From an optimization exercise on the open Yosys and OpenROAD flow, aimed at small area and a short achievable clock period; shortcuts taken in it are not production practice. Only simulation tests tie the RTL to the original design; equivalence was not proved. Power and IR drop assume default switching activity.

==> flow/design.v <==
`timescale 1ns/100ps
package audio_pkg;
	localparam int CTRL_W = 8;
	localparam int CTRL_IDX_W = $clog2(CTRL_W);
	localparam int STATUS_W = 16;
	typedef enum logic [CTRL_IDX_W-1:0]
	{
		DAC_CLR = 0,
		ADC_CLR = 1,
		DAC_WR  = 2,
		ADC_RD  = 3
	} ctrl_bit_e;
	typedef struct packed
	{
		logic wr;
		logic rd;
		logic clr;
	} fifo_req_t;
	typedef struct packed
	{
		logic full;
		logic half;
		logic empty;
	} fifo_flags_t;
	localparam int RSVD_W = STATUS_W - 2 * 3;
	typedef struct packed
	{
		logic [RSVD_W-1:0] rsvd;
		fifo_flags_t       adc;
		fifo_flags_t       dac;
	} audio_status_t;
endpackage
`timescale 1ns/100ps
module audio_req_edges
(
	input  logic                         CLOCK_50,
	input  logic                         ar,
	input  logic [audio_pkg::CTRL_W-1:0] host_ctrl,
	input  logic                         adc_lrck,
	input  logic                         dac_lrck,
	output audio_pkg::fifo_req_t         adc_req,
	output audio_pkg::fifo_req_t         dac_req
);
	logic adc_rd_lvl;
	logic dac_wr_lvl;
	logic adc_rd_q;
	logic dac_wr_q;
	logic adc_lrck_q;
	logic dac_lrck_q;
	logic adc_wr_pls;
	logic adc_rd_pls;
	logic dac_wr_pls;
	logic dac_rd_pls;
	assign adc_rd_lvl = host_ctrl[audio_pkg::ADC_RD];
	assign dac_wr_lvl = host_ctrl[audio_pkg::DAC_WR];
	always_ff @(posedge CLOCK_50 or negedge ar)
	begin
		if (!ar)
		begin
			adc_rd_q   <= 1'b0;
			dac_wr_q   <= 1'b0;
			adc_lrck_q <= 1'b0;
			dac_lrck_q <= 1'b0;
		end
		else
		begin
			adc_rd_q   <= adc_rd_lvl;
			dac_wr_q   <= dac_wr_lvl;
			adc_lrck_q <= adc_lrck;
			dac_lrck_q <= dac_lrck;
		end
	end
	assign adc_wr_pls = adc_lrck & ~adc_lrck_q;
	assign adc_rd_pls = adc_rd_lvl & ~adc_rd_q;
	assign dac_wr_pls = dac_wr_lvl & ~dac_wr_q;
	assign dac_rd_pls = dac_lrck & ~dac_lrck_q;
	always_comb
	begin
		adc_req.wr  = adc_wr_pls;
		adc_req.rd  = adc_rd_pls;
		adc_req.clr = host_ctrl[audio_pkg::ADC_CLR];
		dac_req.wr  = dac_wr_pls;
		dac_req.rd  = dac_rd_pls;
		dac_req.clr = host_ctrl[audio_pkg::DAC_CLR];
	end
endmodule
`timescale 1ns/100ps
module sample_fifo
#(
	parameter int SAMPLE_W = 32,
	parameter int DEPTH    = 128
)
(
	input  logic                   CLOCK_50,
	input  logic                   ar,
	input  audio_pkg::fifo_req_t   req,
	input  logic [SAMPLE_W-1:0]    data,
	output logic [SAMPLE_W-1:0]    q,
	output audio_pkg::fifo_flags_t flags
);
	localparam int AW = $clog2(DEPTH);
	localparam int CNT_W = AW + 1;
	localparam int SLOTS = DEPTH - 1;
	logic [SLOTS-1:0][SAMPLE_W-1:0] mem;
	localparam int LO_N = 8;
	localparam int HI_N = (SLOTS + LO_N - 1) / LO_N;
	logic [LO_N-1:0] wr_lo;
	logic [HI_N-1:0] wr_hi;
	logic [SLOTS-1:0] rd_sel;
	logic [CNT_W-1:0] count;
	logic full_q;
	logic half_q;
	logic empty_q;
	logic many_q;
	logic do_wr;
	logic do_rd;
	logic mem_wr;
	logic inc;
	logic dec;
	logic [SAMPLE_W-1:0] slot_word;
	logic [SAMPLE_W-1:0] next_head;
	assign do_rd = req.rd && !req.clr && !empty_q;
	assign do_wr = req.wr && !req.clr && !full_q;
	assign inc = do_wr && !do_rd;
	assign dec = do_rd && !do_wr;
	assign mem_wr = do_wr && !empty_q && (many_q || !do_rd);
	always_ff @(posedge CLOCK_50 or negedge ar)
	begin
		if (!ar)
		begin
			wr_lo   <= LO_N'(1);
			wr_hi   <= HI_N'(1);
			rd_sel  <= SLOTS'(1);
			count   <= '0;
			full_q  <= 1'b0;
			half_q  <= 1'b0;
			empty_q <= 1'b1;
			many_q  <= 1'b0;
		end
		else if (req.clr)
		begin
			wr_lo   <= LO_N'(1);
			wr_hi   <= HI_N'(1);
			rd_sel  <= SLOTS'(1);
			count   <= '0;
			full_q  <= 1'b0;
			half_q  <= 1'b0;
			empty_q <= 1'b1;
			many_q  <= 1'b0;
		end
		else
		begin
			if (mem_wr)
			begin
				if (wr_hi[(SLOTS - 1) / LO_N] && wr_lo[(SLOTS - 1) % LO_N])
				begin
					wr_lo <= LO_N'(1);
					wr_hi <= HI_N'(1);
				end
				else
				begin
					wr_lo <= {wr_lo[LO_N-2:0], wr_lo[LO_N-1]};
					if (wr_lo[LO_N-1])
						wr_hi <= {wr_hi[HI_N-2:0], wr_hi[HI_N-1]};
				end
			end
			if (do_rd && many_q)
			begin
				rd_sel <= {rd_sel[SLOTS-2:0], rd_sel[SLOTS-1]};
			end
			if (inc)
				count <= count + 1'b1;
			else if (dec)
				count <= count - 1'b1;
			if (inc)
			begin
				full_q  <= full_q  || (count == CNT_W'(DEPTH - 1));
				half_q  <= half_q  || (count == CNT_W'(DEPTH / 2 - 1));
				empty_q <= 1'b0;
				many_q  <= many_q  || (count == CNT_W'(1));
			end
			else if (dec)
			begin
				full_q  <= 1'b0;
				half_q  <= half_q  && (count != CNT_W'(DEPTH / 2));
				empty_q <= (count == CNT_W'(1));
				many_q  <= many_q  && (count != CNT_W'(2));
			end
		end
	end
	always_ff @(posedge CLOCK_50)
	begin
		for (int i = 0; i < SLOTS; i++)
			if (req.wr && !full_q && wr_hi[i / LO_N] && wr_lo[i % LO_N])
				mem[i] <= data;
	end
	sample_rd_mux #(
		.SAMPLE_W(SAMPLE_W),
		.SLOTS   (SLOTS)
	) u_rd_mux
	(
		.mem(mem),
		.sel(rd_sel),
		.q  (slot_word)
	);
	always_ff @(posedge CLOCK_50)
	begin
		if (req.wr && !many_q)
			next_head <= data;
		else
			next_head <= slot_word;
	end
	always_ff @(posedge CLOCK_50 or negedge ar)
	begin
		if (!ar)
			q <= '0;
		else if (do_rd && many_q)
			q <= next_head;
		else if (do_wr && (empty_q || do_rd))
			q <= data;
	end
	always_comb
	begin
		flags.full  = full_q;
		flags.half  = half_q;
		flags.empty = empty_q;
	end
endmodule
module sample_rd_mux
#(
	parameter int SAMPLE_W = 32,
	parameter int SLOTS    = 63
)
(
	input  logic [SLOTS-1:0][SAMPLE_W-1:0] mem,
	input  logic [SLOTS-1:0]               sel,
	output logic [SAMPLE_W-1:0]            q
);
	localparam int N = 64;
	logic [N-1:0][SAMPLE_W-1:0] mem_p;
	logic [N-1:0]               sel_p;
	logic [N/2-1:0][SAMPLE_W-1:0] l1_n;
	logic [N/8-1:0][SAMPLE_W-1:0] l2;
	logic [N/16-1:0][SAMPLE_W-1:0] l3_n;
	always_comb
	begin
		mem_p = '0;
		sel_p = '0;
		for (int i = 0; i < SLOTS; i++)
		begin
			mem_p[i] = mem[i];
			sel_p[i] = sel[i];
		end
	end
	for (genvar i = 0; i < N / 2; i++)
	begin : g_l1
		sample_aoi22 #(.W(SAMPLE_W)) u_aoi
		(
			.a (mem_p[2*i]),
			.sa(sel_p[2*i]),
			.b (mem_p[2*i+1]),
			.sb(sel_p[2*i+1]),
			.y (l1_n[i])
		);
	end
	for (genvar i = 0; i < N / 8; i++)
	begin : g_l2
		sample_nand4 #(.W(SAMPLE_W)) u_nand
		(
			.a(l1_n[4*i]),
			.b(l1_n[4*i+1]),
			.c(l1_n[4*i+2]),
			.d(l1_n[4*i+3]),
			.y(l2[i])
		);
	end
	for (genvar i = 0; i < N / 16; i++)
	begin : g_l3
		sample_nor2 #(.W(SAMPLE_W)) u_nor
		(
			.a(l2[2*i]),
			.b(l2[2*i+1]),
			.y(l3_n[i])
		);
	end
	sample_nand4 #(.W(SAMPLE_W)) u_out
	(
		.a(l3_n[0]),
		.b(l3_n[1]),
		.c(l3_n[2]),
		.d(l3_n[3]),
		.y(q)
	);
endmodule
module sample_aoi22
#(
	parameter int W = 32
)
(
	input  logic [W-1:0] a,
	input  logic         sa,
	input  logic [W-1:0] b,
	input  logic         sb,
	output logic [W-1:0] y
);
	assign y = ~((a & {W{sa}}) | (b & {W{sb}}));
endmodule
module sample_nand4
#(
	parameter int W = 32
)
(
	input  logic [W-1:0] a,
	input  logic [W-1:0] b,
	input  logic [W-1:0] c,
	input  logic [W-1:0] d,
	output logic [W-1:0] y
);
	assign y = ~(a & b & c & d);
endmodule
module sample_nor2
#(
	parameter int W = 32
)
(
	input  logic [W-1:0] a,
	input  logic [W-1:0] b,
	output logic [W-1:0] y
);
	assign y = ~(a | b);
endmodule
`timescale 1ns/100ps
module audio_fifo_bridge
#(
	parameter int SAMPLE_W = 32,
	parameter int DEPTH    = 64
)
(
	input  logic                         CLOCK_50,
	input  logic                         ar,
	input  logic                         adc_lrck,
	input  logic [SAMPLE_W-1:0]          adc_sample,
	input  logic                         dac_lrck,
	output logic [SAMPLE_W-1:0]          dac_sample,
	input  logic [audio_pkg::CTRL_W-1:0] host_ctrl,
	input  logic [SAMPLE_W-1:0]          host_dac_data,
	output logic [SAMPLE_W-1:0]          host_adc_data,
	output audio_pkg::audio_status_t     host_status
);
	audio_pkg::fifo_req_t adc_req;
	audio_pkg::fifo_req_t dac_req;
	audio_pkg::fifo_flags_t adc_flags;
	audio_pkg::fifo_flags_t dac_flags;
	audio_req_edges u_req_edges
	(
		.CLOCK_50 (CLOCK_50),
		.ar       (ar),
		.host_ctrl(host_ctrl),
		.adc_lrck (adc_lrck),
		.dac_lrck (dac_lrck),
		.adc_req  (adc_req),
		.dac_req  (dac_req)
	);
	sample_fifo #(
		.SAMPLE_W(SAMPLE_W),
		.DEPTH   (DEPTH)
	) adc_fifo
	(
		.CLOCK_50(CLOCK_50),
		.ar      (ar),
		.req     (adc_req),
		.data    (adc_sample),
		.q       (host_adc_data),
		.flags   (adc_flags)
	);
	sample_fifo #(
		.SAMPLE_W(SAMPLE_W),
		.DEPTH   (DEPTH)
	) dac_fifo
	(
		.CLOCK_50(CLOCK_50),
		.ar      (ar),
		.req     (dac_req),
		.data    (host_dac_data),
		.q       (dac_sample),
		.flags   (dac_flags)
	);
	assign host_status = {audio_pkg::RSVD_W'(0), adc_flags, dac_flags};
endmodule
clock: 4.0 ns
lec_check: 0
cap_margin: 20
core_margin: 2
core_utilization: 45
cts_cluster_diameter: 80
cts_cluster_size: 30
place_density: 0.6
setup_slack_margin: 1.6
slew_margin: 20
synth_hierarchical: 1
standard.sh (not shown) runs the stock make flow with config.mk's settings and CLKGATE_MAP_FILE= SYNTH_SCRIPT=/design/flow/synth_recipe.tcl, a recipe that flattens the netlist after the stock synthesis.
==> flow/flow/run.sh <==
#!/bin/bash
set -euo pipefail
export BUFFER_PORTS_ARGS="-buffer_cell sky130_fd_sc_hd__buf_4"
# ORFS keeps each step's full log under orfs/logs/; make's own output goes here
bash standard.sh > standard.log 2>&1
The starting point passed the timing, design-rule and antenna checks.
Next try:
--- a/flow/design.v
+++ b/flow/design.v
@@ -101,12 +101,9 @@
 	localparam int AW = $clog2(DEPTH);
 	localparam int CNT_W = AW + 1;
 	localparam int SLOTS = DEPTH - 1;
 	logic [SLOTS-1:0][SAMPLE_W-1:0] mem;
-	localparam int LO_N = 8;
-	localparam int HI_N = (SLOTS + LO_N - 1) / LO_N;
-	logic [LO_N-1:0] wr_lo;
-	logic [HI_N-1:0] wr_hi;
+	logic [AW-1:0] wr_ptr;
 	logic [SLOTS-1:0] rd_sel;
 	logic [CNT_W-1:0] count;
 	logic full_q;
 	logic half_q;
@@ -127,10 +124,9 @@
 	always_ff @(posedge CLOCK_50 or negedge ar)
 	begin
 		if (!ar)
 		begin
-			wr_lo   <= LO_N'(1);
-			wr_hi   <= HI_N'(1);
+			wr_ptr  <= '0;
 			rd_sel  <= SLOTS'(1);
 			count   <= '0;
 			full_q  <= 1'b0;
 			half_q  <= 1'b0;
@@ -138,10 +134,9 @@
 			many_q  <= 1'b0;
 		end
 		else if (req.clr)
 		begin
-			wr_lo   <= LO_N'(1);
-			wr_hi   <= HI_N'(1);
+			wr_ptr  <= '0;
 			rd_sel  <= SLOTS'(1);
 			count   <= '0;
 			full_q  <= 1'b0;
 			half_q  <= 1'b0;
@@ -150,21 +145,9 @@
 		end
 		else
 		begin
 			if (mem_wr)
-			begin
-				if (wr_hi[(SLOTS - 1) / LO_N] && wr_lo[(SLOTS - 1) % LO_N])
-				begin
-					wr_lo <= LO_N'(1);
-					wr_hi <= HI_N'(1);
-				end
-				else
-				begin
-					wr_lo <= {wr_lo[LO_N-2:0], wr_lo[LO_N-1]};
-					if (wr_lo[LO_N-1])
-						wr_hi <= {wr_hi[HI_N-2:0], wr_hi[HI_N-1]};
-				end
-			end
+				wr_ptr <= (wr_ptr == AW'(SLOTS - 1)) ? '0 : wr_ptr + 1'b1;
 			if (do_rd && many_q)
 			begin
 				rd_sel <= {rd_sel[SLOTS-2:0], rd_sel[SLOTS-1]};
 			end
@@ -190,9 +173,9 @@
 	end
 	always_ff @(posedge CLOCK_50)
 	begin
 		for (int i = 0; i < SLOTS; i++)
-			if (req.wr && !full_q && wr_hi[i / LO_N] && wr_lo[i % LO_N])
+			if (req.wr && !full_q && (wr_ptr == AW'(i)))
 				mem[i] <= data;
 	end
 	sample_rd_mux #(
 		.SAMPLE_W(SAMPLE_W),
After rerunning:
- cell area rises slightly
- combinational power climbs by roughly a tenth
- maximum frequency stays flat
- total power shrinks slightly
- worst hold slack is worse by 290 ps
- setup slack improved by 5.7 ps
- first-iteration DRC count is higher slightly
- area after synthesis barely changes
- cell count rises slightly
- wire length is about the same
- global-route usage hardly moves

==> re-timing with driven ports <==
The flow's constraints put no driver on any port. The routed layouts listed below were extracted and timed again, unchanged, in two steps. Step 1, drivers: a clkbuf_16 drives CLOCK_50 and a buf_2 each remaining input, both assumed. Step 2 adds t to the input delays and takes it off the output delays; t is the mean of the earliest and latest rising clock arrival at the registers after step 1. Input paths then give back, and output paths get back, about the clock's delay inside the block. a / b / c = no drivers / after step 1 / after step 2; a / b = the first two.
| run | t (ns) | setup slack, ns | worst setup path at the end | clock arrival spread, ns |
|---|---|---|---|---|
| the first run | 1.016 | 1.526 / 1.422 / 0.684 | input to register | 0.102 / 0.101 |
| the second run | 0.998 | 1.531 / 1.452 / 0.916 | input to register | 0.103 / 0.104 |
After both steps setup and hold are still met in every run listed. The setup slack of the first run, which loses most, moves by -0.104 ns with the drivers and by -0.842 ns with both steps.
